Background: an optimization exercise with open tools, aiming at small area. Do not read the settings as production practice. RTL that was checked went through simulation tests only; none was proved equivalent to the original. For run 2, only the layout was checked, not whether the RTL still works. Power and IR drop assume default switching activity.

--- run.sh ---
#!/bin/bash
# synth_recipe.tcl (not shown) runs the flow's synth.tcl, then flattens the netlist and writes it again
# the make line also repeats each setting of config.mk as NAME=value (left out here)
make -C /OpenROAD-flow-scripts/flow DESIGN_CONFIG=/design/flow/config.mk WORK_HOME=/design/flow/orfs CLKGATE_MAP_FILE= SYNTH_SCRIPT=/design/flow/synth_recipe.tcl finish
--- config.mk ---
export PLATFORM = sky130hd
export DESIGN_NAME = vga_game_top
export DESIGN_NICKNAME = vga_game_top
export VERILOG_FILES = /design/flow/design.v
export SDC_FILE = /design/flow/constraint.sdc
export NUM_CORES = 4
export LEC_CHECK = 0
export CAP_MARGIN = 20
export CORE_MARGIN = 2
export CORE_UTILIZATION = 40
export SLEW_MARGIN = 20
--- constraint.sdc ---
create_clock -name core_clock -period 12.0 [get_ports {clk_50m}]
set_input_delay 2.4000 -clock core_clock [delete_from_list [all_inputs] [get_ports {clk_50m}]]
set_output_delay 2.4000 -clock core_clock [all_outputs]
set_load 0.01 [all_outputs]
--- design.v ---
`default_nettype none
package game_pkg;
	localparam logic [9:0] lane_base_y = 10'd579;
	localparam logic [9:0] player_start_y = 10'd10;
	localparam logic [31:0] lane_table = {
		2'd2, 2'd1, 2'd3, 2'd3, 2'd0, 2'd2, 2'd1, 2'd3,
		2'd0, 2'd2, 2'd1, 2'd1, 2'd0, 2'd2, 2'd3, 2'd0
	};
	localparam logic [2:0] c_black = 3'd0;
	localparam logic [2:0] c_border = 3'd1;
	localparam logic [2:0] c_stripe = 3'd2;
	localparam logic [2:0] c_end = 3'd3;
	localparam logic [2:0] c_obstacle = 3'd4;
	localparam logic [2:0] c_player = 3'd5;
	localparam logic [2:0] c_back = 3'd6;
	function automatic logic ult(input logic [11:0] a, input logic [11:0] b);
		logic c;
		c = 1'b0;
		for (int i = 0; i < 12; i++) begin
			c = (~a[i] & b[i]) | (~a[i] & c) | (b[i] & c);
		end
		ult = c;
	endfunction
	function automatic logic [11:0] add(input logic [11:0] a, input logic [11:0] b, input logic ci);
		logic c;
		c = ci;
		for (int i = 0; i < 12; i++) begin
			add[i] = a[i] ^ b[i] ^ c;
			c = (a[i] & b[i]) | (a[i] & c) | (b[i] & c);
		end
	endfunction
	function automatic logic [9:0] sub_small(input logic [9:0] t, input logic [2:0] s);
		logic b;
		b = 1'b0;
		for (int i = 0; i < 10; i++) begin
			if (i < 3) begin
				sub_small[i] = t[i] ^ s[i] ^ b;
				b = (~t[i] & s[i]) | (~t[i] & b) | (s[i] & b);
			end else begin
				sub_small[i] = t[i] ^ b;
				b = ~t[i] & b;
			end
		end
	endfunction
	function automatic logic [2:0] step_of(input logic [1:0] sw);
		case (sw)
			2'd0: step_of = 3'd2;
			2'd1: step_of = 3'd3;
			2'd2: step_of = 3'd4;
			default: step_of = 3'd5;
		endcase
	endfunction
endpackage
`default_nettype wire
`timescale 1ns/1ps
`default_nettype none
module obstacle_field (
	input  logic        clk_50m,
	input  logic        rst,
	input  logic        pause,
	input  logic [1:0]  sw,
	input  logic [10:0] vector_x,
	input  logic [9:0]  vector_y,
	output logic [4:0]  lanes_en,
	output logic [49:0] lanes_top
);
	logic [2:0] step;
	logic [3:0] wrap_top;
	logic launch_hi;
	logic fe;
	logic [3:0] seq_idx;
	logic [4:0] ret;
	logic [4:0] lau;
	logic [4:0] en_n;
	logic [49:0] top_n;
	logic [3:0] idx [6];
	logic [1:0] entry [5];
	logic [4:0] tgt [5];
	assign step = game_pkg::step_of(sw);
	always_comb begin
		case (sw)
			2'd0: wrap_top = 4'd3;
			2'd1: wrap_top = 4'd3;
			2'd2: wrap_top = 4'd7;
			default: wrap_top = 4'd9;
		endcase
	end
	assign launch_hi = (sw == 2'd1);
	assign fe = (vector_x == 11'd799) && (vector_y == 10'd599) && !pause;
	function automatic logic [1:0] table_at(input logic [3:0] k);
		case (k)
			4'd0: table_at = 2'd0;
			4'd1: table_at = 2'd3;
			4'd2: table_at = 2'd2;
			4'd3: table_at = 2'd0;
			4'd4: table_at = 2'd1;
			4'd5: table_at = 2'd1;
			4'd6: table_at = 2'd2;
			4'd7: table_at = 2'd0;
			4'd8: table_at = 2'd3;
			4'd9: table_at = 2'd1;
			4'd10: table_at = 2'd2;
			4'd11: table_at = 2'd0;
			4'd12: table_at = 2'd3;
			4'd13: table_at = 2'd3;
			4'd14: table_at = 2'd1;
			4'd15: table_at = 2'd2;
			default: table_at = 2'd0;
		endcase
	endfunction
	function automatic logic [3:0] inc(input logic [3:0] k, input logic e);
		logic c;
		c = e;
		for (int b = 0; b < 4; b++) begin
			inc[b] = k[b] ^ c;
			c = c & k[b];
		end
	endfunction
	always_comb begin
		for (int i = 0; i < 5; i++) begin
			ret[i] = lanes_en[i] && (lanes_top[i*10 +: 10] == {6'd0, wrap_top});
			lau[i] = lanes_en[i] && (lanes_top[i*10 +: 10] == (launch_hi ? 10'd381 : 10'd379));
		end
		idx[0] = seq_idx;
		for (int i = 0; i < 5; i++) begin
			idx[i+1] = inc(idx[i], ret[i] | lau[i]);
			entry[i] = table_at(idx[i]);
			tgt[i] = '0;
			for (int e = 0; e < 4; e++) begin
				if (entry[i] == e[1:0]) tgt[i][(i + 1 + e) % 5] = lau[i];
			end
		end
		for (int j = 0; j < 5; j++) begin
			en_n[j] = lanes_en[j] && !ret[j];
			for (int i = 0; i < 5; i++) begin
				if (tgt[i][j] && (i > j || !ret[j])) en_n[j] = 1'b1;
			end
		end
	end
	always_comb begin
		for (int j = 0; j < 5; j++) begin
			logic [9:0] d;
			d = game_pkg::sub_small(lanes_top[j*10 +: 10], (fe && lanes_en[j]) ? step : 3'd0);
			top_n[j*10 +: 10] = (fe && (ret[j] || !lanes_en[j])) ? game_pkg::lane_base_y : d;
		end
	end
	always_ff @(posedge clk_50m or negedge rst) begin
		if (!rst) begin
			lanes_en <= 5'b10000;
			lanes_top[49:40] <= game_pkg::lane_base_y;
			seq_idx <= '0;
		end else begin
			lanes_top[49:40] <= top_n[49:40];
			if (fe) begin
				lanes_en <= en_n;
				seq_idx <= idx[5];
			end
		end
	end
	always_ff @(posedge clk_50m) begin
		lanes_top[39:0] <= top_n[39:0];
	end
endmodule
`default_nettype wire
`timescale 1ns/1ps
`default_nettype none
module player_motion (
	input  logic               clk_50m,
	input  logic               rst,
	input  logic               pause,
	input  logic [1:0]         sw,
	input  logic [10:0]        vector_x,
	input  logic [9:0]         vector_y,
	input  logic signed [11:0] rel_x,
	input  logic [4:0]         lanes_en,
	input  logic [49:0]        lanes_top,
	output logic [9:0]         player_y_top,
	output logic [11:0]        player_y_b50,
	output logic               player_ended
);
	logic [2:0] step;
	logic fs;
	logic player_touching;
	logic [11:0] rel_u;
	logic [4:0] col_ok;
	logic [11:0] b58;
	logic [2:0] grp_ok;
	logic [9:0] grp_top [3];
	logic hit;
	logic [11:0] moved;
	logic fall;
	logic under;
	logic [9:0] y_n;
	assign step = game_pkg::step_of(sw);
	assign fs = (vector_x == '0) && (vector_y == '0) && !player_ended && !pause;
	assign rel_u = {~rel_x[11], rel_x[10:0]};
	function automatic logic rel_in(input logic [11:0] r, input integer lo, input integer hi);
		rel_in = !game_pkg::ult(r, 12'(lo + 2048)) && game_pkg::ult(r, 12'(hi + 2049));
	endfunction
	assign col_ok[0] = rel_in(rel_u, 100, 300);
	assign col_ok[1] = rel_in(rel_u, 0, 200);
	assign col_ok[2] = rel_in(rel_u, -100, 100);
	assign col_ok[3] = rel_in(rel_u, -250, -50);
	assign col_ok[4] = rel_in(rel_u, -300, -100);
	assign player_y_b50 = game_pkg::add({2'd0, player_y_top}, 12'd50, 1'b0);
	assign b58 = game_pkg::add({2'd0, player_y_top}, 12'd58, 1'b0);
	always_comb begin
		logic [9:0] t0;
		logic [9:0] t1;
		logic [9:0] t3;
		logic [9:0] t4;
		t0 = lanes_top[0 +: 10];
		t1 = lanes_top[10 +: 10];
		t3 = lanes_top[30 +: 10];
		t4 = lanes_top[40 +: 10];
		grp_ok[0] = (lanes_en[0] && col_ok[0]) || (lanes_en[3] && col_ok[3]);
		grp_top[0] = col_ok[0] ? t0 : t3;
		grp_ok[1] = (lanes_en[1] && col_ok[1]) || (lanes_en[4] && col_ok[4]);
		grp_top[1] = col_ok[1] ? t1 : t4;
		grp_ok[2] = lanes_en[2] && col_ok[2];
		grp_top[2] = lanes_top[20 +: 10];
	end
	always_comb begin
		logic [11:0] t;
		hit = 1'b0;
		for (int g = 0; g < 3; g++) begin
			t = {2'd0, grp_top[g]};
			if (grp_ok[g] && !game_pkg::ult(t, player_y_b50) && !game_pkg::ult(b58, t)) hit = 1'b1;
		end
	end
	assign moved = game_pkg::add({2'd0, player_y_top},
		!fs ? 12'd0 : player_touching ? {9'h1ff, ~step} : {9'd0, step}, fs && player_touching);
	assign under = player_touching && moved[11];
	assign fall = game_pkg::ult(12'd579, {2'd0, player_y_top});
	always_comb begin
		if (fs && fall) y_n = game_pkg::player_start_y;
		else if (fs && under) y_n = '0;
		else y_n = moved[9:0];
	end
	always_ff @(posedge clk_50m or negedge rst) begin
		if (!rst) begin
			player_y_top <= game_pkg::player_start_y;
			player_touching <= 1'b0;
			player_ended <= 1'b0;
		end else begin
			player_touching <= hit;
			if (game_pkg::ult(12'd577, {2'd0, player_y_top})) player_ended <= 1'b1;
			player_y_top <= y_n;
		end
	end
endmodule
`default_nettype wire
`timescale 1ns/1ps
`default_nettype none
module pixel_composer (
	input  logic               clk_50m,
	input  logic               rst,
	input  logic [10:0]        vector_x,
	input  logic [9:0]         vector_y,
	input  logic signed [11:0] rel_x,
	input  logic [4:0]         lanes_en,
	input  logic [49:0]        lanes_top,
	input  logic [9:0]         player_y_top,
	input  logic [11:0]        player_y_b50,
	input  logic               player_ended,
	output logic [2:0]         vga_red,
	output logic [2:0]         vga_green,
	output logic [1:0]         vga_blue
);
	logic [2:0] code;
	logic [2:0] code_q;
	logic [11:0] x;
	logic [11:0] y;
	logic [11:0] y19;
	logic stripe_col;
	logic stripe_row;
	logic [4:0] lane_col;
	logic [1:0] grp_ok;
	logic [9:0] grp_top [2];
	logic in_lane;
	logic in_box;
	logic [11:0] bx;
	assign x = {2'd0, vector_x[9:0]};
	assign y = {2'd0, vector_y};
	function automatic logic in_open(input logic [11:0] v, input integer lo, input integer hi);
		in_open = game_pkg::ult(12'(lo), v) && game_pkg::ult(v, 12'(hi));
	endfunction
	assign stripe_col = in_open(x, 80, 100) || in_open(x, 700, 720);
	assign stripe_row = game_pkg::ult(y, 12'd80) ||
		in_open(y, 100, 180) || in_open(y, 200, 280) || in_open(y, 300, 380) ||
		in_open(y, 400, 480) || in_open(y, 500, 580);
	assign lane_col[0] = in_open(x, 100, 300);
	assign lane_col[1] = in_open(x, 200, 400);
	assign lane_col[2] = in_open(x, 300, 500);
	assign lane_col[3] = in_open(x, 450, 650);
	assign lane_col[4] = in_open(x, 500, 700);
	always_comb begin
		grp_ok[0] = (lane_col[0] && lanes_en[0]) || (lane_col[2] && lanes_en[2]) ||
			(lane_col[4] && lanes_en[4]);
		grp_top[0] = ({10{lane_col[0]}} & lanes_top[0 +: 10]) |
			({10{lane_col[2]}} & lanes_top[20 +: 10]) | ({10{lane_col[4]}} & lanes_top[40 +: 10]);
		grp_ok[1] = (lane_col[1] && lanes_en[1]) || (lane_col[3] && lanes_en[3]);
		grp_top[1] = ({10{lane_col[1]}} & lanes_top[10 +: 10]) |
			({10{lane_col[3]}} & lanes_top[30 +: 10]);
	end
	assign y19 = game_pkg::add(y, 12'hfed, 1'b0);
	always_comb begin
		logic [11:0] t;
		in_lane = 1'b0;
		for (int g = 0; g < 2; g++) begin
			t = {2'd0, grp_top[g]};
			if (grp_ok[g] && game_pkg::ult(t, y) && (y19[11] || !game_pkg::ult(t, y19))) in_lane = 1'b1;
		end
	end
	assign bx = game_pkg::add(x, rel_x, 1'b0);
	assign in_box = !game_pkg::ult(bx, 12'd375) && game_pkg::ult(bx, 12'd426) &&
		!game_pkg::ult(y, {2'd0, player_y_top}) && game_pkg::ult(y, player_y_b50);
	always_comb begin
		if ((vector_x > 11'd799) || (vector_y > 10'd599)) code = game_pkg::c_black;
		else if (!in_open(x, 80, 720)) code = game_pkg::c_border;
		else if (stripe_col && stripe_row) code = game_pkg::c_stripe;
		else if (player_ended) code = game_pkg::c_end;
		else if (in_lane) code = game_pkg::c_obstacle;
		else if (in_box) code = game_pkg::c_player;
		else code = game_pkg::c_back;
	end
	always_ff @(posedge clk_50m or negedge rst) begin
		if (!rst) code_q <= game_pkg::c_black;
		else code_q <= code;
	end
	always_comb begin
		case (code_q)
			game_pkg::c_border: {vga_red, vga_green, vga_blue} = 8'h8b;
			game_pkg::c_stripe: {vga_red, vga_green, vga_blue} = 8'h1a;
			game_pkg::c_end: {vga_red, vga_green, vga_blue} = 8'hdc;
			game_pkg::c_obstacle: {vga_red, vga_green, vga_blue} = 8'h1c;
			game_pkg::c_player: {vga_red, vga_green, vga_blue} = 8'he0;
			game_pkg::c_back: {vga_red, vga_green, vga_blue} = 8'hff;
			default: {vga_red, vga_green, vga_blue} = 8'h00;
		endcase
	end
endmodule
`default_nettype wire
`timescale 1ns/1ps
`default_nettype none
module vga_game_top (
	input  logic               clk_50m,
	input  logic               rst,
	input  logic               pause,
	input  logic [1:0]         sw,
	input  logic [10:0]        vector_x,
	input  logic [9:0]         vector_y,
	input  logic signed [11:0] rel_x,
	output logic [2:0]         vga_red,
	output logic [2:0]         vga_green,
	output logic [1:0]         vga_blue,
	output logic               endgame
);
	logic [4:0] lanes_en;
	logic [49:0] lanes_top;
	logic [9:0] player_y_top;
	logic [11:0] player_y_b50;
	logic player_ended;
	obstacle_field obstacle_field_i (
		.clk_50m  (clk_50m),
		.rst      (rst),
		.pause    (pause),
		.sw       (sw),
		.vector_x (vector_x),
		.vector_y (vector_y),
		.lanes_en  (lanes_en),
		.lanes_top (lanes_top)
	);
	player_motion player_motion_i (
		.clk_50m  (clk_50m),
		.rst      (rst),
		.pause    (pause),
		.sw       (sw),
		.vector_x (vector_x),
		.vector_y (vector_y),
		.rel_x    (rel_x),
		.lanes_en     (lanes_en),
		.lanes_top    (lanes_top),
		.player_y_top (player_y_top),
		.player_y_b50 (player_y_b50),
		.player_ended (player_ended)
	);
	pixel_composer pixel_composer_i (
		.clk_50m   (clk_50m),
		.rst       (rst),
		.vector_x  (vector_x),
		.vector_y  (vector_y),
		.rel_x     (rel_x),
		.lanes_en     (lanes_en),
		.lanes_top    (lanes_top),
		.player_y_top (player_y_top),
		.player_y_b50 (player_y_b50),
		.player_ended (player_ended),
		.vga_red   (vga_red),
		.vga_green (vga_green),
		.vga_blue  (vga_blue)
	);
	assign endgame = player_ended;
endmodule
`default_nettype wire
==> results.sh, run 1 <==
export IMPL_hold_buffer_count_at_cts=0
export IMPL_filler_cell_count=2219
export IMPL_drt_vias_per_instance=6.11
export IMPL_synth_most_common_cell="inv_1"
export IMPL_postSynth_asyncResetShare_pct=45.9
export IMPL_worst_endpoint_required_ns=12.26
export IMPL_worst_hold_path_type="reg -> reg"
export IMPL_syn_inst=1139
export IMPL_outcome="no timing/DRC/antenna violations"
export IMPL_count_of_endpoints_failing_setup_in_the_final_report=0
export IMPL_floorplan_core_area_um2=21800
export IMPL_final_util_pct=44.7
export IMPL_grt_start_max_net_pins=35
export IMPL_crit_path_max_incr_delay_ns=0.67
export IMPL_floorplan_rows=54
export IMPL_fin_worst_hold_slack_ns=0.613
export IMPL_first_pass_iters=11
export IMPL_first_global_vias=8298
export IMPL_detail_route_antenna_nets=0
export IMPL_die_y_um=152
export IMPL_routabilityCongestion=0.996
export IMPL_synth_top_area_share_pct=13.3
export IMPL_power_density_nw_per_um2=67.2
export IMPL_transition_time_of_the_tightest_slew_check_pin_ns=1.01
export IMPL_postRouteWirelength_mm=29.0
export IMPL_synth_top_flop_cell="dfxtp_1"
export IMPL_avgRoutedWirePerCell_um=20.2
export IMPL_clock_sink_count=74
export IMPL_vdd_drop_max_mv=0.0662
export IMPL_floorplan_die_area_um2=23200
export IMPL_clock_skew_ns=0.0105
export IMPL_clk_latency_ns=0.35
export IMPL_p_leak_nw=4.49
export IMPL_crit_path_start_kind="primary input"
export IMPL_number_of_enable_type_register_cells_in_the_synthesized_netlist=0
export IMPL_synthesis_yosys_warnings=8
export IMPL_floorplan_initialDensity_pct=40.5
export IMPL_rr_worst_depth=19
export IMPL_critical_path_cell_chain="clkdlybuf4s50_1, nor4_1, nand4_1, nor2_1, nand2_1, fa_1, fa_1, fa_1, fa_1, fa_1, fa_1, fa_1, fa_1, inv_1, fa_1, inv_1, fa_1, and3_1, nand2b_1, nor2_1"
export IMPL_worstSetupPathType="in -> reg"
export IMPL_cts_root_to_sink_buffers=2
export IMPL_report_final_hold_viol_count=0
export IMPL_grt_setup_unrepaired="no"
export IMPL_drt_drc_violations_left=0
export IMPL_placed_cell_area_um2=9450
export IMPL_pwr_share_comb_pct=21.6
export IMPL_timing_critical_path_mode_cell="fa_1"
export IMPL_io_pins=47
export IMPL_slew_viol_final=0
export IMPL_clkSlewWorstSetupHoldPaths_ns=0.06
export IMPL_power_switching_fraction_pct=29.1
export IMPL_drv_max_cap_violation_count=0
export IMPL_critPathCaptureType="flip-flop"
export IMPL_first_pass_grt_wire_length_mm=46.2
export IMPL_final_nets=1310
export IMPL_synth_seq_area_share_pct=18.8
export IMPL_drive_above_1_share_pct=5.20
export IMPL_power_clock_fraction_pct=40.2
export IMPL_synth_largest_area_cell="ha_1"
export IMPL_initial_antenna_violation_count=0
export IMPL_diodes=0
export IMPL_post_cts_repair_setup_buffers=0
export IMPL_total_switching_power_w=0.000191
export IMPL_worst_hold_startpoint="obstacle_field_i.lanes_top[29]$_SDFF_PP1_"
export IMPL_cts_max_level=3
export IMPL_synth_top_cells_by_area="ha_1 13%, dfxtp_1 9.1%, dfrtp_1 7.7%, fa_1 6.6%, inv_1 5.5%"
export IMPL_path_max_fanout=10
export IMPL_min_period_over_period_pct=78.2
export IMPL_worst_setup_path_start="vector_x[3]"
export IMPL_synth_area_per_cell_um2=7.74
export IMPL_slew_headroom_pct=32.6
export IMPL_dp_hpwl_mm=23.0
export IMPL_synth_top_cells_by_count="128 x inv_1, 116 x nor2_1, 94 x ha_1"
export IMPL_post_route_min_period_ns=9.38
export IMPL_number_of_synthesized_register_bits=74
export IMPL_numPortBuffers=46
export IMPL_internal_power_w=0.000464
export IMPL_share_seq_of_total_power_pct=38.1
export IMPL_clk_root_buffer_cell="clkbuf_16"
export IMPL_synth_lib_cells_used_distinct=81
export IMPL_drt_first_iter_violations=752
export IMPL_crit_slowest_cell="nor4_1"
export IMPL_global_route_overflow_total=0
export IMPL_cts_repair_resize_count=0
export IMPL_fmax_mhz=107
export IMPL_timing_critical_path_buf_inv=3
export IMPL_layout_area_overhead_vs_synth_pct=10.4
export IMPL_timing_rr_start="player_motion_i.player_ended$_DFFE_PN0P_"
export IMPL_num_vias=8760
export IMPL_crit_path_cell_count=20
export IMPL_net_count_synth=1300
export IMPL_dieWidth_um=152
export IMPL_hold_path_depth=2
export IMPL_syn_cell_area_um2=8810
export IMPL_grt_util_overall_pct=25.0
export IMPL_totalNegativeSetupSlack_ns=0
export IMPL_crit_arrival_ns=9.64
export IMPL_tritoncts="done"
export IMPL_stdcell_area_um2=9730
export IMPL_number_of_cts_inserted_buffers=9
export IMPL_critical_path_top_delay_family="adder cells"
state kept, by name, indices dropped and copies added (netlist names):
signal	count
obstacle_field_i.lanes_en	5
obstacle_field_i.lanes_top	50
obstacle_field_i.seq_idx	4
pixel_composer_i.code_q	3
player_motion_i.player_ended	1
player_motion_i.player_touching	1
player_motion_i.player_y_top	10
path summary, 6_finish.rpt:
kind / end / slack, ns
worst max-delay path: player_motion_i.player_y_top[7]$_DFF_PN0_ / 2.62
worst min-delay path: obstacle_field_i.lanes_top[29]$_SDFF_PP1_ / 0.61
worst max register to register: player_motion_i.player_y_top[7]$_DFF_PN0_ / 5.35
worst min register to register: obstacle_field_i.lanes_top[29]$_SDFF_PP1_ / 0.61
max in group asynchronous: obstacle_field_i.lanes_en[3]$_DFFE_PN0P_ / 9.34
min in group asynchronous: pixel_composer_i.code_q[0]$_DFF_PN0_ / 2.13
logic make-up (layout without fill, tap and decap cells):
| logic type | count (synthesis) | after routing | share of synthesized area (%) |
|---|---|---|---|
| adder cells (fa/ha/maj) | 162 | 162 | 24.4 |
| AND/OR/NAND/NOR | 391 | 391 | 21.5 |
| multiplexers | 21 | 21 | 2.43 |
| AO/OA/AOI/OAI | 285 | 285 | 22.4 |
| buffers and inverters | 184 | 199 | 8.08 |
| XOR/XNOR | 22 | 22 | 2.27 |
| flip-flops | 74 | 74 | 18.8 |
routing by layer:
layer	vias up	global-route usage (%)	routed length (um)
met1	4147	32.3	12500
met3	101	4.58	2120
met5	-	0	0
met2	386	40.4	13100
li1	4126	-	-
met4	0	11.8	1340
worst reg2reg max path: stages, from the launching register on:
cell	delay [ns]
dfrtp_1	0.47
nor4_1	0.25
nand4_1	0.28
nor2_1	0.36
nand2_1	0.39
fa_1	0.56
fa_1	0.43
fa_1	0.43
fa_1	0.43
fa_1	0.43
fa_1	0.42
fa_1	0.44
fa_1	0.41
inv_1	0.08
fa_1	0.16
inv_1	0.05
fa_1	0.37
and3_1	0.18
nand2b_1	0.26
nor2_1	0.15
cells in the final DEF, fill, tap and decap left out, types with 8 or more instances in the layout:
cell | netlist | layout
a21oi_1 | 56 | 56
dfxtp_1 | 40 | 40
mux2i_1 | 18 | 18
nor2_1 | 116 | 115
fa_1 | 29 | 29
nor4_1 | 20 | 20
and3_1 | 18 | 18
nand3_1 | 23 | 23
dfrtp_1 | 27 | 27
a31oi_1 | 15 | 15
o31ai_1 | 8 | 8
o22ai_1 | 13 | 13
xor2_1 | 8 | 8
nand4_1 | 14 | 14
o21a_1 | 10 | 10
ha_1 | 94 | 94
a221oi_1 | 12 | 12
inv_1 | 128 | 128
maj3_1 | 33 | 33
o21ai_0 | 65 | 65
a222oi_1 | 9 | 9
clkdlybuf4s50_1 | 0 | 45
clkbuf_16 | 0 | 10
a211oi_1 | 13 | 13
xnor2_1 | 13 | 13
nand2_1 | 88 | 88
nand2b_1 | 20 | 20
nor3_1 | 38 | 38
nor2b_1 | 14 | 14
a22oi_1 | 9 | 9
layout make-up:
class,count,area [um^2],area share (%)
clock inverter,2,10.0,0.103
timing repair buffer,52,500,5.14
clock buffer,14,275,2.83
multi-input combinational,881,6440,66.2
tap,280,350,3.60
sequential,74,1660,17.1
inverter,131,492,5.05
through the flow:
stage | worst slack, ns | total power (W) | cells
2_1_floorplan | 3.64 | 0.000344 | 1139
3_3_place_gp | 2.44 | 0.000393 | 1418
3_5_place_dp | 2.28 | 0.000393 | 1418
4_1_cts | 2.62 | 0.000658 | 1434
5_1_grt | 2.22 | 0.000685 | 1434
6_report | 2.62 | 0.000655 | 1434
power by group through the flow:
stage	Clock (W)	Sequential, W	Combinational, W
finish	0.000263	0.000250	0.000141
global route	0.000280	0.000250	0.000156
detailed placement	0	0.000255	0.000138
CTS	0.000270	0.000250	0.000139
floorplan	0	0.000254	0.0000899
global placement	0	0.000255	0.000139
==> inputs of run 2 (changes only) <==
--- a/design.v
+++ b/design.v
@@ -6,13 +6,13 @@
 		2'd2, 2'd1, 2'd3, 2'd3, 2'd0, 2'd2, 2'd1, 2'd3,
 		2'd0, 2'd2, 2'd1, 2'd1, 2'd0, 2'd2, 2'd3, 2'd0
 	};
-	localparam logic [2:0] c_black = 3'd0;
-	localparam logic [2:0] c_border = 3'd1;
-	localparam logic [2:0] c_stripe = 3'd2;
-	localparam logic [2:0] c_end = 3'd3;
-	localparam logic [2:0] c_obstacle = 3'd4;
-	localparam logic [2:0] c_player = 3'd5;
-	localparam logic [2:0] c_back = 3'd6;
+	localparam logic [2:0] c_black = 3'b000;
+	localparam logic [2:0] c_border = 3'b101;
+	localparam logic [2:0] c_stripe = 3'b011;
+	localparam logic [2:0] c_end = 3'b110;
+	localparam logic [2:0] c_obstacle = 3'b010;
+	localparam logic [2:0] c_player = 3'b100;
+	localparam logic [2:0] c_back = 3'b111;
 	function automatic logic ult(input logic [11:0] a, input logic [11:0] b);
 		logic c;
 		c = 1'b0;
@@ -174,8 +174,7 @@
 	input  logic signed [11:0] rel_x,
 	input  logic [4:0]         lanes_en,
 	input  logic [49:0]        lanes_top,
-	output logic [9:0]         player_y_top,
-	output logic [11:0]        player_y_b50,
+	output logic [9:0]         player_y_bot,
 	output logic               player_ended
 );
 	logic [2:0] step;
@@ -183,7 +182,6 @@
 	logic player_touching;
 	logic [11:0] rel_u;
 	logic [4:0] col_ok;
-	logic [11:0] b58;
 	logic [2:0] grp_ok;
 	logic [9:0] grp_top [3];
 	logic hit;
@@ -202,8 +200,6 @@
 	assign col_ok[2] = rel_in(rel_u, -100, 100);
 	assign col_ok[3] = rel_in(rel_u, -250, -50);
 	assign col_ok[4] = rel_in(rel_u, -300, -100);
-	assign player_y_b50 = game_pkg::add({2'd0, player_y_top}, 12'd50, 1'b0);
-	assign b58 = game_pkg::add({2'd0, player_y_top}, 12'd58, 1'b0);
 	always_comb begin
 		logic [9:0] t0;
 		logic [9:0] t1;
@@ -225,27 +221,27 @@
 		hit = 1'b0;
 		for (int g = 0; g < 3; g++) begin
 			t = {2'd0, grp_top[g]};
-			if (grp_ok[g] && !game_pkg::ult(t, player_y_b50) && !game_pkg::ult(b58, t)) hit = 1'b1;
+			if (grp_ok[g] && game_pkg::ult(game_pkg::add(t, {2'b11, ~player_y_bot}, 1'b1), 12'd9)) hit = 1'b1;
 		end
 	end
-	assign moved = game_pkg::add({2'd0, player_y_top},
+	assign moved = game_pkg::add({2'd0, player_y_bot},
 		!fs ? 12'd0 : player_touching ? {9'h1ff, ~step} : {9'd0, step}, fs && player_touching);
-	assign under = player_touching && moved[11];
-	assign fall = game_pkg::ult(12'd579, {2'd0, player_y_top});
+	assign under = player_touching && game_pkg::ult(moved, 12'd50);
+	assign fall = game_pkg::ult(12'd629, {2'd0, player_y_bot});
 	always_comb begin
-		if (fs && fall) y_n = game_pkg::player_start_y;
-		else if (fs && under) y_n = '0;
+		if (fs && fall) y_n = 10'd60;
+		else if (fs && under) y_n = 10'd50;
 		else y_n = moved[9:0];
 	end
 	always_ff @(posedge clk_50m or negedge rst) begin
 		if (!rst) begin
-			player_y_top <= game_pkg::player_start_y;
+			player_y_bot <= 10'd60;
 			player_touching <= 1'b0;
 			player_ended <= 1'b0;
 		end else begin
 			player_touching <= hit;
-			if (game_pkg::ult(12'd577, {2'd0, player_y_top})) player_ended <= 1'b1;
-			player_y_top <= y_n;
+			if (game_pkg::ult(12'd627, {2'd0, player_y_bot})) player_ended <= 1'b1;
+			player_y_bot <= y_n;
 		end
 	end
 endmodule
@@ -260,8 +256,7 @@
 	input  logic signed [11:0] rel_x,
 	input  logic [4:0]         lanes_en,
 	input  logic [49:0]        lanes_top,
-	input  logic [9:0]         player_y_top,
-	input  logic [11:0]        player_y_b50,
+	input  logic [9:0]         player_y_bot,
 	input  logic               player_ended,
 	output logic [2:0]         vga_red,
 	output logic [2:0]         vga_green,
@@ -309,12 +304,12 @@
 		in_lane = 1'b0;
 		for (int g = 0; g < 2; g++) begin
 			t = {2'd0, grp_top[g]};
-			if (grp_ok[g] && game_pkg::ult(t, y) && (y19[11] || !game_pkg::ult(t, y19))) in_lane = 1'b1;
+			if (grp_ok[g] && game_pkg::ult(game_pkg::add(y, ~t, 1'b0), 12'd19)) in_lane = 1'b1;
 		end
 	end
 	assign bx = game_pkg::add(x, rel_x, 1'b0);
 	assign in_box = !game_pkg::ult(bx, 12'd375) && game_pkg::ult(bx, 12'd426) &&
-		!game_pkg::ult(y, {2'd0, player_y_top}) && game_pkg::ult(y, player_y_b50);
+		!game_pkg::ult(game_pkg::add(y, {2'b11, ~player_y_bot}, 1'b1), 12'd4046);
 	always_comb begin
 		if ((vector_x > 11'd799) || (vector_y > 10'd599)) code = game_pkg::c_black;
 		else if (!in_open(x, 80, 720)) code = game_pkg::c_border;
@@ -328,17 +323,9 @@
 		if (!rst) code_q <= game_pkg::c_black;
 		else code_q <= code;
 	end
-	always_comb begin
-		case (code_q)
-			game_pkg::c_border: {vga_red, vga_green, vga_blue} = 8'h8b;
-			game_pkg::c_stripe: {vga_red, vga_green, vga_blue} = 8'h1a;
-			game_pkg::c_end: {vga_red, vga_green, vga_blue} = 8'hdc;
-			game_pkg::c_obstacle: {vga_red, vga_green, vga_blue} = 8'h1c;
-			game_pkg::c_player: {vga_red, vga_green, vga_blue} = 8'he0;
-			game_pkg::c_back: {vga_red, vga_green, vga_blue} = 8'hff;
-			default: {vga_red, vga_green, vga_blue} = 8'h00;
-		endcase
-	end
+	assign vga_red = {code_q[2], code_q[2] & (code_q[1] | ~code_q[0]), code_q[2] & ~(code_q[1] ^ code_q[0])};
+	assign vga_green = {code_q[1], code_q[1] | code_q[0], code_q[1] & (code_q[2] | ~code_q[0])};
+	assign vga_blue = {code_q[0], code_q[2] & code_q[0]};
 endmodule
 `default_nettype wire
 `timescale 1ns/1ps
@@ -358,8 +345,7 @@
 );
 	logic [4:0] lanes_en;
 	logic [49:0] lanes_top;
-	logic [9:0] player_y_top;
-	logic [11:0] player_y_b50;
+	logic [9:0] player_y_bot;
 	logic player_ended;
 	obstacle_field obstacle_field_i (
 		.clk_50m  (clk_50m),
@@ -381,8 +367,7 @@
 		.rel_x    (rel_x),
 		.lanes_en     (lanes_en),
 		.lanes_top    (lanes_top),
-		.player_y_top (player_y_top),
-		.player_y_b50 (player_y_b50),
+		.player_y_bot (player_y_bot),
 		.player_ended (player_ended)
 	);
 	pixel_composer pixel_composer_i (
@@ -393,8 +378,7 @@
 		.rel_x     (rel_x),
 		.lanes_en     (lanes_en),
 		.lanes_top    (lanes_top),
-		.player_y_top (player_y_top),
-		.player_y_b50 (player_y_b50),
+		.player_y_bot (player_y_bot),
 		.player_ended (player_ended),
 		.vga_red   (vga_red),
 		.vga_green (vga_green),
==> flow/run.sh (new file) <==
#!/bin/bash
# Layout flow: the standard layout, except that synthesis maps the logic
# with an area-oriented ABC script (flow/abc_area.script, deep AIG
# resynthesis then area mapping) and without the full/half-adder extraction.
# The registers come out of the same synthesis passes as the standard
# synthesis; that is checked against a standard synthesis run, and the flow
# falls back to the standard synthesis if they differ. The ports get
# buffers of the smallest buffer cell.
set -euo pipefail
W=$PWD
R=orfs/results/sky130hd/vga_game_top/base

# ORFS scripts with the ABC area script swapped for ours
rm -rf "$W/scripts"
cp -r "$FLOW_HOME/scripts" "$W/scripts"
cp "$W/flow/abc_area.script" "$W/scripts/abc_area.script"

# reference: the standard synthesis, in a work home of its own
sed -e "s#WORK_HOME=[^ ]*#WORK_HOME=$W/std#" standard.sh > std.sh
bash std.sh synth > std_synth.log 2>&1

# our synthesis, in the standard work home
sed -e "s#CLKGATE_MAP_FILE= #CLKGATE_MAP_FILE= SCRIPTS_DIR=$W/scripts ABC_AREA=1 ADDER_MAP_FILE= #" standard.sh > area.sh
bash area.sh synth > area_synth.log 2>&1

# registers: cell type and name, one per line
regs() {
  grep -E '^\s*sky130_fd_sc_hd__(df|ed|sdf|dl)[a-z]*_[0-9]+ ' "$1" |
    sed -E 's/^\s*sky130_fd_sc_hd__([a-z]+)_[0-9]+\s+(\S+).*/\1 \2/' | sort
}
regs std/results/sky130hd/vga_game_top/base/1_2_yosys.v > regs_std.txt
regs $R/1_2_yosys.v > regs_area.txt
if ! cmp -s regs_std.txt regs_area.txt || [[ ! -s regs_std.txt ]]; then
  echo "registers differ from the standard synthesis, using it instead" | tee fallback.txt
  rm -rf orfs
fi

# the rest of the standard layout, with the port buffers made of the
# smallest buffer cell
sed -e "s#CLKGATE_MAP_FILE= #CLKGATE_MAP_FILE= BUFFER_PORTS_ARGS='-buffer_cell sky130_fd_sc_hd__buf_1' #" standard.sh > finish.sh
bash finish.sh finish > finish.log 2>&1
==> flow/abc_area.script (new file) <==
strash
&get -n
&deepsyn -T 120
&put
dch -f
amap
topo
==> standard.sh (new file) <==
#!/bin/bash
# synth_recipe.tcl (not shown) runs the flow's synth.tcl, then flattens the netlist and writes it again
# the make line also repeats each setting of config.mk as NAME=value (left out here)
make -C /OpenROAD-flow-scripts/flow DESIGN_CONFIG=/design/flow/config.mk WORK_HOME=/design/flow/orfs CLKGATE_MAP_FILE= SYNTH_SCRIPT=/design/flow/synth_recipe.tcl "${@:-finish}"
--- a/config.mk
+++ b/config.mk
@@ -8,4 +8,5 @@
 export CAP_MARGIN = 20
 export CORE_MARGIN = 2
 export CORE_UTILIZATION = 40
+export CTS_BUF_LIST = sky130_fd_sc_hd__clkbuf_8
 export SLEW_MARGIN = 20
removed: run.sh
==> run 2 against run 1 <==
Sequential share of layout area is 4.6 points higher. Hold slack worse by 0.046 ns. Sequential power barely moved. Final cell count down 0.84%. Wire length decreased by 6.0%. Clock skew grew 0.014 ns. Non-clock buffer count unchanged. Combinational power fell by 31%. Count of clock-buffer cells in the layout fell by 5. Via count decreased by 0.73%. Power shrank 12%. Critical endpoint is now obstacle_field_i.lanes_en[2]$_DFFE_PN0P_.
==> results.sh, run 2 <==
export IMPL_crit_path_max_incr_delay_ns=0.46
export IMPL_floorplan_core_area_um2=17100
export IMPL_clk_latency_ns=0.40
export IMPL_syn_inst=1129
export IMPL_avgRoutedWirePerCell_um=19.2
export IMPL_synth_top_cells_by_count="298 x nor2_1, 145 x clkinv_1, 87 x a21oi_1"
export IMPL_most_common_layout_cells="298 x nor2_1, 145 x clkinv_1, 87 x a21oi_1"
export IMPL_synth_top_area_share_pct=16.2
export IMPL_cts_root_to_sink_buffers=2
export IMPL_net_count_synth=1167
export IMPL_number_of_cts_inserted_buffers=9
export IMPL_timing_critical_path_mode_cell="nor2_1"
export IMPL_detail_route_antenna_nets=0
export IMPL_stdcell_count=1422
export IMPL_grt_setup_unrepaired="no"
export IMPL_layout_area_overhead_vs_synth_pct=10.7
export IMPL_number_of_synthesized_register_bits=74
export IMPL_filler_cell_count=1850
export IMPL_cts_repair_resize_count=0
export IMPL_floorplan_initialDensity_pct=40.4
export IMPL_synth_lib_cells_used_distinct=50
export IMPL_floorplan_die_area_um2=18400
export IMPL_drv_max_cap_violation_count=0
export IMPL_worstSetupPathType="in -> reg"
export IMPL_global_route_overflow_total=0
export IMPL_internal_power_w=0.000396
export IMPL_initial_antenna_violation_count=0
export IMPL_first_global_vias=7804
export IMPL_postSynth_asyncResetShare_pct=45.9
export IMPL_path_max_fanout=13
export IMPL_dieWidth_um=136
export IMPL_clk_root_buffer_cell="clkbuf_8"
export IMPL_first_pass_iters=7
export IMPL_floorplan_rows=48
export IMPL_power_clock_fraction_pct=39.8
export IMPL_drive_above_1_share_pct=2.84
export IMPL_clkSlewWorstSetupHoldPaths_ns=0.10
export IMPL_vdd_drop_max_mv=0.0512
export IMPL_io_pins=47
export IMPL_multi_input_area_um2=4740
export IMPL_diodes=0
export IMPL_ff_latch_area_um2=1660
export IMPL_largest_register_ff_count=50
export IMPL_final_nets=1230
export IMPL_p_leak_nw=2.62
export IMPL_clock_skew_ns=0.0243
export IMPL_power_density_nw_per_um2=74.9
export IMPL_transition_time_of_the_tightest_slew_check_pin_ns=0.996
export IMPL_min_period_over_period_pct=64.7
export IMPL_synth_top_cells_by_area="nor2_1 16%, dfxtp_1 12%, dfrtp_1 9.0%, clkinv_1 7.9%, a21oi_1 6.3%"
export IMPL_reg_largest_list="obstacle_field_i.lanes_top (50), player_motion_i.player_y_bot (10), obstacle_field_i.lanes_en (5)"
export IMPL_synth_largest_area_cell="nor2_1"
export IMPL_dp_hpwl_mm=21.5
export IMPL_slew_viol_final=0
export IMPL_outcome="no timing/DRC/antenna violations"
export IMPL_tritoncts="done"
export IMPL_count_of_endpoints_failing_setup_in_the_final_report=0
export IMPL_placedCellCount=1405
export IMPL_most_common_cell_after_layout_fill_and_taps_aside="nor2_1"
export IMPL_num_vias=8696
export IMPL_first_pass_grt_wire_length_mm=42.2
export IMPL_postRouteWirelength_mm=27.3
export IMPL_regMostFlops="obstacle_field_i.lanes_top"
export IMPL_synth_top_flop_cell="dfxtp_1"
export IMPL_post_route_min_period_ns=7.77
export IMPL_synthesis_yosys_warnings=8
export IMPL_grt_start_max_net_pins=35
export IMPL_crit_path_start_kind="primary input"
export IMPL_slew_headroom_pct=33.6
export IMPL_drt_drc_violations_left=0
export IMPL_die_y_um=136
export IMPL_pwr_share_comb_pct=16.9
export IMPL_drt_vias_per_instance=6.12
export IMPL_routabilityCongestion=1.05
export IMPL_totalNegativeSetupSlack_ns=0
export IMPL_cts_max_level=3
export IMPL_total_switching_power_w=0.000178
export IMPL_critPathCaptureType="flip-flop"
export IMPL_fmax_mhz=129
export IMPL_syn_cell_area_um2=6920
export IMPL_drt_first_iter_violations=813
export IMPL_report_final_hold_viol_count=0
export IMPL_grt_util_overall_pct=29.8
export IMPL_worst_endpoint_required_ns=12.30
export IMPL_worst_hold_path_type="reg -> reg"
export IMPL_post_cts_repair_setup_buffers=0
export IMPL_crit_arrival_ns=8.07
export IMPL_share_seq_of_total_power_pct=43.3
export IMPL_hold_buffer_count_at_cts=0
export IMPL_synth_seq_area_share_pct=24.0
export IMPL_clock_sink_count=74
export IMPL_power_switching_fraction_pct=31.0
export IMPL_numPortBuffers=46
export IMPL_power_w=0.000574
export IMPL_synth_most_common_cell="nor2_1"
export IMPL_synth_area_per_cell_um2=6.13
export IMPL_crit_slowest_cell="clkinv_1"
export IMPL_number_of_enable_type_register_cells_in_the_synthesized_netlist=0
==> run 2: cell types whose count changed in the layout (fill, tap and decap cells not counted), moves of 33 or more <==
cell             previous run  this run
buf_1                       0        45
clkdlybuf4s50_1            45         0
clkinv_1                    2       145
ha_1                       94         0
inv_1                     128         0
maj3_1                     33         0
nor2_1                    115       298
o22ai_1                    13        47
==> run 2: cells by family after synthesis <==
group	count (synthesis)	synth area share, %
AOI/OAI and AO/OA	366	33.9
buffers and inverters	145	7.86
DFF	74	24.0
and+or+nand+nor	544	34.2
==> run 2: through the flow <==
stage	area, um^2	hold WS (ns)	util (%)	setup WS (ns)
after floorplan	6920	0.479	-	5.39
after global placement	7430	0.542	43.4	4.34
after detailed placement	7430	0.546	43.4	4.02
after CTS	7650	0.565	44.7	4.41
after global routing	7660	0.568	44.8	3.65
final	7660	0.568	44.8	4.23
==> run 2: cell type report <==
cell class,instances,share of cell area (%)
Multi-Input combinational cell,910,61.8
Sequential cell,74,21.7
Inverter,145,7.10
Tap cell,225,3.67
Timing Repair Buffer,52,2.82
Clock buffer,9,1.62
Clock inverter,7,1.31
==> run 2: worst max-delay path: cells and delay by family <==
| family | cells | cell delay (ns) |
|---|---|---|
| compound gates | 10 | 2.31 |
| buf+inv | 6 | 1.59 |
| simple gates | 11 | 1.76 |
==> run 2: worst paths after layout <==
kind,cells after the start,to,from,slack [ns]
max in group asynchronous,1,obstacle_field_i.lanes_top[48]$_DFF_PN0_,rst,9.21
max,27,obstacle_field_i.lanes_en[2]$_DFFE_PN0P_,sw[1],4.23
min reg2reg,1,obstacle_field_i.lanes_top[30]$_SDFF_PP1_,obstacle_field_i.lanes_top[30]$_SDFF_PP1_,0.57
max reg2reg,24,obstacle_field_i.lanes_en[2]$_DFFE_PN0P_,obstacle_field_i.lanes_en[0]$_DFFE_PN0P_,6.73
min in group asynchronous,1,player_motion_i.player_ended$_DFFE_PN0P_,rst,2.15
min,1,obstacle_field_i.lanes_top[30]$_SDFF_PP1_,obstacle_field_i.lanes_top[30]$_SDFF_PP1_,0.57
==> run 2: per-layer routing <==
| metal | GRT usage [%] | vias to the layer above | part of all wire, % |
|---|---|---|---|
| li1 | - | 4233 | - |
| met2 | 48.2 | 427 | 45 |
| met3 | 5.76 | 86 | 8.4 |
| met5 | 0 | - | 0 |
| met4 | 15.6 | 0 | 5.2 |
| met1 | 37.6 | 3950 | 42 |
==> run 2: power groups by stage <==
stage          sequential [W]  combinational [W]  clock (W)
6_report             0.000249          0.0000968   0.000229
3_5_place_dp         0.000254          0.0000933          0
2_1_floorplan        0.000254          0.0000588          0
5_1_grt              0.000249           0.000108   0.000245
4_1_cts              0.000249          0.0000939   0.000233
3_3_place_gp         0.000254          0.0000931          0
==> inputs of run 3 (changes only) <==
--- a/design.v
+++ b/design.v
@@ -140,7 +140,7 @@
 	always_comb begin
 		for (int j = 0; j < 5; j++) begin
 			logic [9:0] d;
-			d = game_pkg::sub_small(lanes_top[j*10 +: 10], (fe && lanes_en[j]) ? step : 3'd0);
+			d = game_pkg::sub_small(lanes_top[j*10 +: 10], fe ? step : 3'd0);
 			top_n[j*10 +: 10] = (fe && (ret[j] || !lanes_en[j])) ? game_pkg::lane_base_y : d;
 		end
 	end
@@ -210,9 +210,9 @@
 		t3 = lanes_top[30 +: 10];
 		t4 = lanes_top[40 +: 10];
 		grp_ok[0] = (lanes_en[0] && col_ok[0]) || (lanes_en[3] && col_ok[3]);
-		grp_top[0] = col_ok[0] ? t0 : t3;
+		grp_top[0] = rel_x[11] ? t3 : t0;
 		grp_ok[1] = (lanes_en[1] && col_ok[1]) || (lanes_en[4] && col_ok[4]);
-		grp_top[1] = col_ok[1] ? t1 : t4;
+		grp_top[1] = rel_x[11] ? t4 : t1;
 		grp_ok[2] = lanes_en[2] && col_ok[2];
 		grp_top[2] = lanes_top[20 +: 10];
 	end
@@ -292,11 +292,10 @@
 	always_comb begin
 		grp_ok[0] = (lane_col[0] && lanes_en[0]) || (lane_col[2] && lanes_en[2]) ||
 			(lane_col[4] && lanes_en[4]);
-		grp_top[0] = ({10{lane_col[0]}} & lanes_top[0 +: 10]) |
-			({10{lane_col[2]}} & lanes_top[20 +: 10]) | ({10{lane_col[4]}} & lanes_top[40 +: 10]);
+		grp_top[0] = game_pkg::ult(x, 12'd300) ? lanes_top[0 +: 10] :
+			game_pkg::ult(x, 12'd500) ? lanes_top[20 +: 10] : lanes_top[40 +: 10];
 		grp_ok[1] = (lane_col[1] && lanes_en[1]) || (lane_col[3] && lanes_en[3]);
-		grp_top[1] = ({10{lane_col[1]}} & lanes_top[10 +: 10]) |
-			({10{lane_col[3]}} & lanes_top[30 +: 10]);
+		grp_top[1] = game_pkg::ult(x, 12'd448) ? lanes_top[10 +: 10] : lanes_top[30 +: 10];
 	end
 	assign y19 = game_pkg::add(y, 12'hfed, 1'b0);
 	always_comb begin
--- a/config.mk
+++ b/config.mk
@@ -5,8 +5,9 @@
 export SDC_FILE = /design/flow/constraint.sdc
 export NUM_CORES = 4
 export LEC_CHECK = 0
-export CAP_MARGIN = 20
+export CAP_MARGIN = 0
 export CORE_MARGIN = 2
 export CORE_UTILIZATION = 40
 export CTS_BUF_LIST = sky130_fd_sc_hd__clkbuf_8
-export SLEW_MARGIN = 20
+export GPL_TIMING_DRIVEN = 0
+export SLEW_MARGIN = 0
==> run 3 against run 2 <==
Worst setup slack worse by 0.66 ns. Maximum frequency is 7.8% lower. Power is 9.9% higher. Critical path type unchanged. Non-clock buffer count is 6 lower. Sequential share of layout area is 0.089 points higher. First-iteration DRC count is 2.2% lower. Clock skew is 0.0092 ns lower. Die area is 0.33% lower. Global-route usage is 0.22 points lower.
==> results.sh, run 3 <==
export IMPL_p_leak_nw=2.49
export IMPL_min_period_over_period_pct=70.2
export IMPL_filler_cell_count=1903
export IMPL_path_max_fanout=17
export IMPL_synth_seq_area_share_pct=24.1
export IMPL_cts_root_to_sink_buffers=2
export IMPL_first_global_vias=7646
export IMPL_tritoncts="done"
export IMPL_floorplan_initialDensity_pct=40.4
export IMPL_floorplan_rows=48
export IMPL_crit_path_max_incr_delay_ns=0.66
export IMPL_clk_root_buffer_cell="clkbuf_8"
export IMPL_synthesis_yosys_warnings=8
export IMPL_diodes=0
export IMPL_worst_hold_path_type="reg -> reg"
export IMPL_detail_route_antenna_nets=0
export IMPL_floorplan_core_area_um2=17100
export IMPL_floorplan_die_area_um2=18300
export IMPL_synth_lib_cells_used_distinct=48
export IMPL_number_of_enable_type_register_cells_in_the_synthesized_netlist=0
export IMPL_cts_max_level=3
export IMPL_worst_setup_path_start="sw[1]"
export IMPL_number_of_cts_inserted_buffers=9
export IMPL_global_route_overflow_total=0
export IMPL_share_seq_of_total_power_pct=39.9
export IMPL_regMostFlops="obstacle_field_i.lanes_top"
export IMPL_synth_top_flop_cell="dfxtp_1"
export IMPL_io_pins=47
export IMPL_outcome="no timing/DRC/antenna violations"
export IMPL_post_route_min_period_ns=8.42
export IMPL_slew_viol_final=0
export IMPL_initial_antenna_violation_count=0
export IMPL_fmax_mhz=119
export IMPL_drt_first_iter_violations=795
export IMPL_timing_critical_path_buf_inv=5
export IMPL_worst_endpoint_required_ns=12.28
export IMPL_postSynth_asyncResetShare_pct=45.9
export IMPL_report_final_hold_viol_count=0
export IMPL_clock_sink_count=74
export IMPL_slew_headroom_pct=18.5
export IMPL_synth_most_common_cell="nor2_1"
export IMPL_grt_start_max_net_pins=35
export IMPL_drt_vias_per_instance=6.16
export IMPL_number_of_synthesized_register_bits=74
export IMPL_drive_above_1_share_pct=2.31
export IMPL_hold_buffer_count_at_cts=0
export IMPL_power_switching_fraction_pct=29.1
export IMPL_cts_repair_resize_count=0
export IMPL_synth_top_area_share_pct=14.3
export IMPL_placedCellCount=1379
export IMPL_totalNegativeSetupSlack_ns=0
export IMPL_synth_largest_area_cell="nor2_1"
export IMPL_count_of_endpoints_failing_setup_in_the_final_report=0
export IMPL_largest_register_ff_count=50
export IMPL_power_w=0.000631
export IMPL_pwr_share_comb_pct=16.8
export IMPL_critical_path_top_delay_family="compound AO/OA/AOI/OAI gates"
export IMPL_stdcell_count=1395
export IMPL_worstSetupPathType="in -> reg"
export IMPL_synth_top_cells_by_count="262 x nor2_1, 162 x clkinv_1, 83 x a21oi_1, 83 x o21ai_0, 76 x nand2_1"
export IMPL_synth_top_cells_by_area="nor2_1 14%, dfxtp_1 12%, dfrtp_1 9.1%, clkinv_1 8.8%, a21oi_1 6.0%"
export IMPL_power_clock_fraction_pct=43.3
export IMPL_avgRoutedWirePerCell_um=19.3
export IMPL_first_pass_iters=5
export IMPL_power_density_nw_per_um2=82.7
export IMPL_transition_time_of_the_tightest_slew_check_pin_ns=1.21
export IMPL_first_pass_grt_wire_length_mm=41.9
export IMPL_crit_path_start_kind="primary input"
export IMPL_crit_arrival_ns=8.71
export IMPL_drt_drc_violations_left=0
export IMPL_most_common_cell_after_layout_fill_and_taps_aside="nor2_1"
export IMPL_routabilityCongestion=0.973
export IMPL_internal_power_w=0.000447
export IMPL_critPathCaptureType="flip-flop"
export IMPL_final_setup_worst_slack_ns=3.58
export IMPL_clk_latency_ns=0.39
export IMPL_reg_largest_list="obstacle_field_i.lanes_top (50), player_motion_i.player_y_bot (10), obstacle_field_i.lanes_en (5)"
export IMPL_worst_hold_startpoint="obstacle_field_i.lanes_top[4]$_SDFF_PP0_"
export IMPL_final_nets=1203
export IMPL_net_count_synth=1146
export IMPL_vdd_drop_max_mv=0.0608
export IMPL_detailedPlace_worstSlack_ns=3.46
export IMPL_total_switching_power_w=0.000184
export IMPL_drv_max_cap_violation_count=0
export IMPL_grt_util_overall_pct=29.6
export IMPL_critical_path_cell_chain="buf_1, clkinv_1, nor2_1, clkinv_1, a221oi_1, a21oi_1, a2111oi_0, a21oi_1, nor2_1, nor2_1, o21ai_0, nand2_1, o21ai_0, clkinv_1, nand2_1, o21ai_0, o21ai_0, o22ai_1, a21oi_1, clkinv_1, or2_0, a32oi_1"
export IMPL_timing_rr_start="obstacle_field_i.lanes_top[2]$_SDFF_PP0_"
export IMPL_clock_skew_ns=0.0151
export IMPL_dp_hpwl_mm=21.0
export IMPL_crit_slowest_cell="buf_1"
export IMPL_synth_area_per_cell_um2=6.23
export IMPL_post_cts_repair_setup_buffers=0
export IMPL_numPortBuffers=46
export IMPL_layout_area_overhead_vs_synth_pct=10.7
export IMPL_postRouteWirelength_mm=26.9
export IMPL_syn_inst=1108
export IMPL_most_common_layout_cells="262 x nor2_1, 162 x clkinv_1, 83 x a21oi_1, 83 x o21ai_0, 76 x nand2_1"
export IMPL_dieWidth_um=135
export IMPL_grt_setup_unrepaired="no"
export IMPL_die_y_um=135
export IMPL_syn_cell_area_um2=6900
export IMPL_clkSlewWorstSetupHoldPaths_ns=0.09
export IMPL_num_vias=8600
## run 3: worst register-to-register path, stage by stage (launching register included)
cell and delay (ns):
dfxtp_1 0.40, clkinv_1 0.20, a221oi_1 0.32, a21oi_1 0.06
a2111oi_0 0.59, a21oi_1 0.19, nor2_1 0.25, nor2_1 0.12
o21ai_0 0.51, nand2_1 0.19, o21ai_0 0.49, clkinv_1 0.16
nand2_1 0.09, o21ai_0 0.16, o21ai_0 0.21, o22ai_1 0.15
a21oi_1 0.30, clkinv_1 0.17, or2_0 0.26, a32oi_1 0.19
## run 3: final timing paths
| kind | endpoint | slack [ns] | cells past startpoint |
|---|---|---|---|
| max | obstacle_field_i.lanes_en[1]$_DFFE_PN0P_ | 3.58 | 22 |
| min reg2reg | obstacle_field_i.lanes_top[4]$_SDFF_PP0_ | 0.50 | 2 |
| max reg2reg | obstacle_field_i.lanes_en[1]$_DFFE_PN0P_ | 6.88 | 19 |
| min | obstacle_field_i.lanes_top[4]$_SDFF_PP0_ | 0.50 | 2 |
| max in group asynchronous | obstacle_field_i.lanes_en[1]$_DFFE_PN0P_ | 9.36 | 1 |
| min in group asynchronous | pixel_composer_i.code_q[1]$_DFF_PN0_ | 2.09 | 1 |
## run 3: layout make-up
type,count,area [um^2],share of cell area [%]
Sequential cell,74,1660,21.8
Multi-Input combinational cell,872,4630,60.7
Inverter,162,608,7.97
Clock buffer,10,138,1.80
Clock inverter,6,138,1.80
Tap cell,225,282,3.69
Timing Repair Buffer,46,174,2.28
## run 3: power by group through the flow
stage	logic [W]	clock network, W	registers (W)
2_1_floorplan	0.0000647	0	0.000257
4_1_cts	0.000103	0.000277	0.000252
3_5_place_dp	0.000103	0	0.000257
6_report	0.000106	0.000273	0.000252
5_1_grt	0.000117	0.000289	0.000252
3_3_place_gp	0.000102	0	0.000257
## run 3: per-stage QoR
step | hold slack (ns) | utilization (%) | instance area [um^2]
global route | 0.541 | 44.8 | 7630
detailed placement | 0.491 | 43.1 | 7360
finish | 0.497 | 44.8 | 7630
floorplan | 0.467 | - | 6900
CTS | 0.503 | 44.8 | 7630
global placement | 0.481 | 43.1 | 7350
## run 3: cells by family (layout without fill, tap and decap cells)
| kind of cell | count (synthesis) | in the layout | synth area share, % |
|---|---|---|---|
| DFF | 74 | 74 | 24.1 |
| AOI/OAI and AO/OA | 374 | 374 | 35.2 |
| buffers and inverters | 162 | 224 | 8.82 |
| and+or+nand+nor | 498 | 498 | 31.9 |
## run 3: metal layers
layer / global-route usage (%) / vias up / routed length [um]
met5: 0 / - / 0
met4: 14.5 / 0 / 1280
met3: 4.79 / 83 / 2240
met2: 44.9 / 414 / 11400
met1: 40.8 / 3930 / 11900
li1: - / 4173 / -
==> inputs of run 4 (changes only) <==
--- a/config.mk
+++ b/config.mk
@@ -5,9 +5,8 @@
 export SDC_FILE = /design/flow/constraint.sdc
 export NUM_CORES = 4
 export LEC_CHECK = 0
-export CAP_MARGIN = 0
+export CAP_MARGIN = 20
 export CORE_MARGIN = 2
 export CORE_UTILIZATION = 40
 export CTS_BUF_LIST = sky130_fd_sc_hd__clkbuf_8
-export GPL_TIMING_DRIVEN = 0
-export SLEW_MARGIN = 0
+export SLEW_MARGIN = 20
==> run 4 against run 3 <==
Still clean. Maximum frequency up 17%. Synthesized cell count unchanged. Global-route usage up 0.60 points. Hold slack better by 0.0058 ns.
==> results.sh, run 4 <==
export IMPL_outcome="no timing/DRC/antenna violations"
export IMPL_reg_largest_list="obstacle_field_i.lanes_top (50), player_motion_i.player_y_bot (10), obstacle_field_i.lanes_en (5)"
export IMPL_drt_drc_violations_left=0
export IMPL_totalNegativeSetupSlack_ns=0
export IMPL_synth_largest_area_cell="nor2_1"
export IMPL_post_cts_repair_setup_buffers=0
export IMPL_timing_rr_start="obstacle_field_i.lanes_top[0]$_SDFF_PP1_"
export IMPL_numPortBuffers=46
export IMPL_fmax_mhz=138
export IMPL_hold_path_depth=2
export IMPL_regMostFlops="obstacle_field_i.lanes_top"
export IMPL_power_density_nw_per_um2=73.8
export IMPL_dieWidth_um=135
export IMPL_stdcell_area_um2=7600
export IMPL_net_count_synth=1146
export IMPL_fin_worst_hold_slack_ns=0.502
export IMPL_clk_root_buffer_cell="clkbuf_8"
export IMPL_clock_sink_count=74
export IMPL_num_vias=8720
export IMPL_drive_above_1_share_pct=2.72
export IMPL_clock_skew_ns=0.0119
export IMPL_tritoncts="done"
export IMPL_drt_vias_per_instance=6.22
export IMPL_critPathCaptureType="flip-flop"
export IMPL_crit_arrival_ns=7.53
export IMPL_synth_top_area_share_pct=14.3
export IMPL_syn_cell_area_um2=6900
export IMPL_hold_buffer_count_at_cts=0
export IMPL_floorplan_die_area_um2=18300
export IMPL_cts_max_level=3
export IMPL_clk_latency_ns=0.38
export IMPL_largest_register_ff_count=50
export IMPL_initial_antenna_violation_count=0
export IMPL_syn_inst=1108
export IMPL_dp_hpwl_mm=22.1
export IMPL_floorplan_rows=48
export IMPL_synth_lib_cells_used_distinct=48
export IMPL_path_max_fanout=17
export IMPL_synth_top_cells_by_count="262 x nor2_1, 162 x clkinv_1, 83 x a21oi_1, 83 x o21ai_0, 76 x nand2_1"
export IMPL_placed_cell_area_um2=7410
export IMPL_global_route_overflow_total=0
export IMPL_multi_input_area_um2=4630
export IMPL_synth_top_cells_by_area="nor2_1 14%, dfxtp_1 12%, dfrtp_1 9.1%, clkinv_1 8.8%, a21oi_1 6.0%"
export IMPL_worst_endpoint_required_ns=12.30
export IMPL_grt_start_max_net_pins=35
export IMPL_layout_area_overhead_vs_synth_pct=10.2
export IMPL_slew_headroom_pct=39.2
export IMPL_io_pins=47
export IMPL_crit_path_max_incr_delay_ns=0.55
export IMPL_diodes=0
export IMPL_ff_latch_area_um2=1660
export IMPL_synth_area_per_cell_um2=6.23
export IMPL_crit_path_start_kind="primary input"
export IMPL_number_of_cts_inserted_buffers=9
export IMPL_transition_time_of_the_tightest_slew_check_pin_ns=0.912
export IMPL_rr_endpoint="obstacle_field_i.lanes_en[1]$_DFFE_PN0P_"
export IMPL_detailedPlace_worstSlack_ns=4.52
export IMPL_avgRoutedWirePerCell_um=20.0
export IMPL_worst_hold_startpoint="obstacle_field_i.lanes_top[4]$_SDFF_PP0_"
export IMPL_number_of_synthesized_register_bits=74
export IMPL_report_final_hold_viol_count=0
export IMPL_critical_path_top_delay_family="compound AO/OA/AOI/OAI gates"
export IMPL_first_pass_grt_wire_length_mm=42.2
export IMPL_timing_critical_path_buf_inv=6
export IMPL_drt_first_iter_violations=831
export IMPL_first_global_vias=7452
export IMPL_grt_setup_unrepaired="no"
export IMPL_p_leak_nw=2.49
export IMPL_filler_cell_count=1868
export IMPL_count_of_endpoints_failing_setup_in_the_final_report=0
export IMPL_cts_root_to_sink_buffers=2
export IMPL_worst_hold_path_type="reg -> reg"
export IMPL_r2r_setup_slack_ns=7.11
export IMPL_synth_top_flop_cell="dfxtp_1"
export IMPL_most_common_cell_after_layout_fill_and_taps_aside="nor2_1"
export IMPL_min_period_over_period_pct=60.3
export IMPL_vdd_drop_max_mv=0.0468
export IMPL_final_setup_worst_slack_ns=4.77
export IMPL_floorplan_core_area_um2=17100
export IMPL_whs_endpoint="obstacle_field_i.lanes_top[4]$_SDFF_PP0_"
export IMPL_routabilityCongestion=1.00
export IMPL_synth_seq_area_share_pct=24.1
export IMPL_postSynth_asyncResetShare_pct=45.9
export IMPL_clkSlewWorstSetupHoldPaths_ns=0.09
export IMPL_detail_route_antenna_nets=0
export IMPL_post_route_min_period_ns=7.23
export IMPL_die_y_um=135
export IMPL_floorplan_initialDensity_pct=40.4
export IMPL_number_of_enable_type_register_cells_in_the_synthesized_netlist=0
export IMPL_timing_critical_path_mode_cell="a21oi_1"
export IMPL_most_common_layout_cells="262 x nor2_1, 162 x clkinv_1, 83 x a21oi_1, 83 x o21ai_0, 76 x nand2_1"
export IMPL_first_pass_iters=5
export IMPL_synth_most_common_cell="nor2_1"
export IMPL_synthesis_yosys_warnings=8
export IMPL_worstSetupPathType="in -> reg"
export IMPL_drv_max_cap_violation_count=0
export IMPL_crit_slowest_cell="a2111oi_0"
export IMPL_rr_worst_depth=21
export IMPL_grt_util_overall_pct=30.2
export IMPL_postRouteWirelength_mm=28.0
export IMPL_final_nets=1210
export IMPL_cts_repair_resize_count=0
export IMPL_slew_viol_final=0
-- run 4: metal layers --
metal / up-vias / GRT usage, % / part of all wire, %
met5: - / 0 / 0
met4: 0 / 12.3 / 3.5
met3: 73 / 5.13 / 9.0
met2: 469 / 46.3 / 44
met1: 4006 / 42.1 / 44
li1: 4172 / - / -
-- run 4: through the flow --
stage,util (%),std cells,total power [W]
finish,44.6,1402,0.000561
global route,44.6,1402,0.000585
CTS,44.6,1402,0.000562
detailed placement,43.4,1386,0.000360
global placement,43.4,1386,0.000360
floorplan,-,1108,0.000321
-- run 4: area by class of cell --
class / instances / area share, %
tap: 225 / 3.70
timing repair buffer: 53 / 2.98
inverter: 162 / 8.00
multi-input combinational: 872 / 60.9
clock inverter: 7 / 0.922
clock buffer: 9 / 1.63
sequential: 74 / 21.9
-- run 4: worst max path at each step --
| stage | start | endpoint | slack [ns] | depth (start not counted) |
|---|---|---|---|---|
| detailed placement | sw[1] | obstacle_field_i.lanes_en[1]$_DFFE_PN0P_ | 4.52 | 25 |
| global route | sw[1] | obstacle_field_i.lanes_en[1]$_DFFE_PN0P_ | 4.29 | 25 |
| floorplan | sw[1] | obstacle_field_i.lanes_en[1]$_DFFE_PN0P_ | 5.85 | 23 |
| finish | sw[1] | obstacle_field_i.lanes_en[1]$_DFFE_PN0P_ | 4.77 | 25 |
| global placement | sw[1] | obstacle_field_i.lanes_en[1]$_DFFE_PN0P_ | 4.98 | 25 |
| CTS | sw[1] | obstacle_field_i.lanes_en[1]$_DFFE_PN0P_ | 4.93 | 25 |
-- run 4: report_power, final --
part	internal (W)	switching, W	total [W]
combinational	0.0000327	0.0000730	0.000106
clock	0.0000960	0.000107	0.000203
sequential	0.000249	0.00000271	0.000252
-- run 4: cells by family (layout without fill, tap and decap cells) --
family | count (synthesis) | after routing | share of synthesized area (%)
flops | 74 | 74 | 24.1
simple gates | 498 | 498 | 31.9
compound gates | 374 | 374 | 35.2
buf+inv | 162 | 231 | 8.82
-- run 4: tightest hold or removal path, delay by kind of cell (launching register included) --
kind | cells | cell delay, ns
AND/OR/NAND/NOR | 1 | 0.06
flip-flops | 1 | 0.34
AO/OA/AOI/OAI | 1 | 0.05

[static timing again, ports no longer ideal]
Ports are ideal in the flow. The routed layouts listed here were re-timed in OpenROAD.
Step 1 sets driving cells, clkbuf_16 on the clock port and buf_2 on the other inputs (assumed; they add their load-dependent delay and slew).
Step 2 also shifts input and output timing later by t, the mid clock arrival at the registers, as if the neighbouring blocks saw the same clock.
a / b / c = ideal ports / drivers / drivers and shift; a / b = the first two.
run | t, ns | slack for setup (ns) | latest minus earliest clock arrival (ns)
run 1 | 0.391 | 2.621 / 2.643 / 2.252 | 0.010 / 0.010
run 2 | 0.422 | 4.232 / 4.235 / 3.813 | 0.024 / 0.024
run 3 | 0.419 | 3.576 / 3.570 / 3.150 | 0.017 / 0.017
run 4 | 0.418 | 4.770 / 4.781 / 4.363 | 0.012 / 0.012
After both steps every run listed still meets setup and hold. For run 3, which loses most, drivers alone change the setup slack by -0.006 ns; drivers and shift together by -0.426 ns.
